What follows belongs to an exercise in optimizing a design on an open flow for small area and a short achievable clock period; a production flow would make more cautious choices. Only simulation tests tie the RTL to the original design; equivalence was not proved. Power is estimated from default activity; no workload was simulated.

==> inputs of branch lagoon <==
Design bbox_top, start of the top module:
module bbox_top (
    input  logic         clk,
    input  logic         reset,
    input  logic         halt,
    input  logic [288:0] tri_in,
    input  logic [47:0]  screen,
    input  logic [3:0]   msaa,
    output logic [384:0] box_out
);
export LEC_CHECK = 0
export CAP_MARGIN = 20
export CORE_MARGIN = 2
export CORE_UTILIZATION = 65
export CTS_CLUSTER_DIAMETER = 100
export CTS_CLUSTER_SIZE = 30
export PLACE_DENSITY = 0.75
export SLEW_MARGIN = 20
create_clock -name core_clock -period 9.0 [get_ports {clk}]
standard.sh (not shown) runs the stock make flow with config.mk's settings and CLKGATE_MAP_FILE= SYNTH_SCRIPT=/design/flow/synth_recipe.tcl, a recipe that flattens the netlist after the stock synthesis.
==> flow/flow/run.sh <==
#!/bin/bash
# Standard ORFS layout (standard.sh, unchanged synthesis) with small port
# buffers and, after global placement (flow/post_gp.tcl), the output port
# buffers and the flip-flops that drive them moved to the ports and a
# balanced buffer tree for the flip-flop enables. repair_timing gets a
# setup target.
# The clock period and constraints stay the design's.
set -euo pipefail
bash standard.sh \
  BUFFER_PORTS_ARGS="-buffer_cell sky130_fd_sc_hd__buf_1" \
  POST_GLOBAL_PLACE_TCL="$(pwd)/flow/post_gp.tcl" \
  SETUP_SLACK_MARGIN=5.0 TNS_END_PERCENT=10 \
  finish > orfs_make.log 2>&1
==> flow/flow/out_pins.tcl <==
# Output port buffers and the flip-flops that drive them move to the port:
# the buffer just inside the core next to its pin, the flip-flop beside it,
# so both the flip-flop output and the buffer output see short wires.
# Detailed placement legalizes them afterwards.
proc op_fix {cell} {
  set block [ord::get_db_block]
  set master [[ord::get_db] findMaster $cell]
  set core [$block getCoreArea]
  set cx0 [$core xMin]; set cy0 [$core yMin]; set cx1 [$core xMax]; set cy1 [$core yMax]
  set moved 0
  foreach bt [$block getBTerms] {
    if {[$bt getIoType] ne "OUTPUT"} { continue }
    set net [$bt getNet]
    if {$net eq "NULL"} { continue }
    set buf ""
    foreach it [$net getITerms] { if {[$it isOutputSignal]} { set buf [$it getInst] } }
    if {$buf eq "" || ![regexp {^output[0-9]+$} [$buf getName]]} { continue }
    set in ""
    foreach it [$buf getITerms] { if {[$it isInputSignal]} { set in $it } }
    set drv ""
    set nload 0
    foreach it [[$in getNet] getITerms] {
      if {[$it isOutputSignal]} { set drv [$it getInst] } else { incr nload }
    }
    if {$drv eq "" || $nload != 1} { continue }
    set bb [$bt getBBox]
    set px [expr {([$bb xMin] + [$bb xMax]) / 2}]
    set py [expr {([$bb yMin] + [$bb yMax]) / 2}]
    # nearest point inside the core, and a step further in for the flip-flop
    set bx [expr {min(max($px, $cx0), $cx1 - 2000)}]
    set by [expr {min(max($py, $cy0), $cy1 - 2720)}]
    set fx $bx; set fy $by
    if {$px <= $cx0} { set fx [expr {$bx + 4000}] } elseif {$px >= $cx1} { set fx [expr {$bx - 12000}] }
    if {$py <= $cy0} { set fy [expr {$by + 2720}] } elseif {$py >= $cy1} { set fy [expr {$by - 2720}] }
    $buf swapMaster $master
    $buf setLocation $bx $by
    $buf setPlacementStatus PLACED
    if {[regexp {^u_out\.} [$drv getName]]} {
      $drv setLocation $fx $fy
      $drv setPlacementStatus PLACED
    }
    incr moved
  }
  puts "out_pins: moved $moved output buffers (and their flip-flops) to the ports as $cell"
}
==> flow/flow/post_gp.tcl <==
# POST_GLOBAL_PLACE hook: output port buffers with their flip-flops moved
# to the ports, then a balanced buffer tree for the flip-flop enables
source [file join [file dirname [info script]] halt_tree.tcl]
source [file join [file dirname [info script]] out_pins.tcl]
op_fix sky130_fd_sc_hd__buf_1
ht_build DE 16 6 sky130_fd_sc_hd__buf_4 sky130_fd_sc_hd__buf_8
Other scripts of this flow, unchanged in this note and not shown: flow/flow/halt_tree.tcl
==> branch quartz: changes against branch lagoon <==
==> flow/flow/run.sh (replaced) <==
#!/bin/bash
# Standard ORFS layout (standard.sh, unchanged synthesis) with small port
# buffers, a balanced buffer tree for the flip-flop enables after global
# placement (flow/halt_tree.tcl) and a tighter setup target for
# repair_timing. The clock period and constraints stay the design's.
set -euo pipefail
bash standard.sh \
  BUFFER_PORTS_ARGS="-buffer_cell sky130_fd_sc_hd__buf_1" \
  POST_GLOBAL_PLACE_TCL="$(pwd)/flow/post_gp.tcl" \
  SETUP_SLACK_MARGIN=6.0 TNS_END_PERCENT=10 \
  finish > orfs_make.log 2>&1
==> flow/flow/post_gp.tcl (replaced) <==
# POST_GLOBAL_PLACE hook: a balanced buffer tree for the flip-flop enables
source [file join [file dirname [info script]] halt_tree.tcl]
ht_build DE 16 6 sky130_fd_sc_hd__buf_4 sky130_fd_sc_hd__buf_8
--- a/flow/config.mk
+++ b/flow/config.mk
@@ -9,6 +9,5 @@
 export CORE_MARGIN = 2
-export CORE_UTILIZATION = 65
+export CORE_UTILIZATION = 60
 export CTS_CLUSTER_DIAMETER = 100
 export CTS_CLUSTER_SIZE = 30
-export PLACE_DENSITY = 0.75
 export SLEW_MARGIN = 20
removed: flow/flow/out_pins.tcl
==> run summary <==
Branch lagoon completed with no timing, DRC or antenna violations. Branch quartz completed with no timing, DRC or antenna violations. Power: branch quartz is lower than branch lagoon (about 0.7%). Synthesized cell count is the same in branch lagoon and branch quartz. In combinational power, branch quartz and branch lagoon hardly differ. Between branch lagoon and branch quartz, the lower register-to-register slack is in branch lagoon (gap 430 ps). In branch quartz the design area is higher than in branch lagoon, by about 0.7%. In sequential cell count, branch lagoon and branch quartz do not differ.
==> figures <==
|  | branch quartz | branch lagoon |
|---|---|---|
| Worst path depth | 1 | 6 |
| Share of total power in sequential cells | 65.7% | 65.8% |
| Worst hold path startpoint | s1_pay[99]$_DFFE_PN_ | s1_pay[147]$_DFFE_PN_ |
| Die outline width | 255 microns | 245 microns |
| Min Clock Period, post-route | 3060 ps | 3330 ps |
| Number of antenna violations at the first check in global routing | 23 | 44 |
| Antenna Diode Count | 20 | 40 |
| Outcome | complete, no violations | complete, no violations |
| Layout cell share with drive strength beyond 1 | 6.78% | 5.39% |
| DR WL met2 | 47.3 mm | 53.4 mm |
| Total number of vias | 20600 | 22300 |
| Capture endpoint of the worst hold path | s2_pay[99]$_DFFE_PN_ | s2_pay[147]$_DFFE_PN_ |
| Maximum operating frequency | 0.327 GHz | 0.300 GHz |
| Clock slew seen by the registers of the worst setup and hold paths | 110 ps | 120 ps |

## static timing again, ports no longer ideal
Ports are ideal in the flow. The routed layouts listed here were re-timed in OpenROAD. Step 1, drivers: a clkbuf_16 drives clk and a buf_2 each remaining input, both assumed. Step 2 also shifts input and output timing later by t, the mid clock arrival at the registers, as if the neighbouring blocks saw the same clock. Three values: ideal ports, drivers, drivers and shift; two values: the first two.
run	shift t [ns]	setup WS [ns]	hold WS [ns]	worst register clock-pin slew, ns
branch lagoon	0.672	5.671 / 5.671 / 5.564	0.421 / 0.421 / 0.421	0.12 / 0.12
branch quartz	0.679	5.940 / 5.874 / 5.616	0.414 / 0.414 / 0.414	0.11 / 0.11
After both steps every run listed still meets setup and hold. For branch quartz, which loses most, drivers alone change the setup slack by -0.066 ns; drivers and shift together by -0.324 ns.
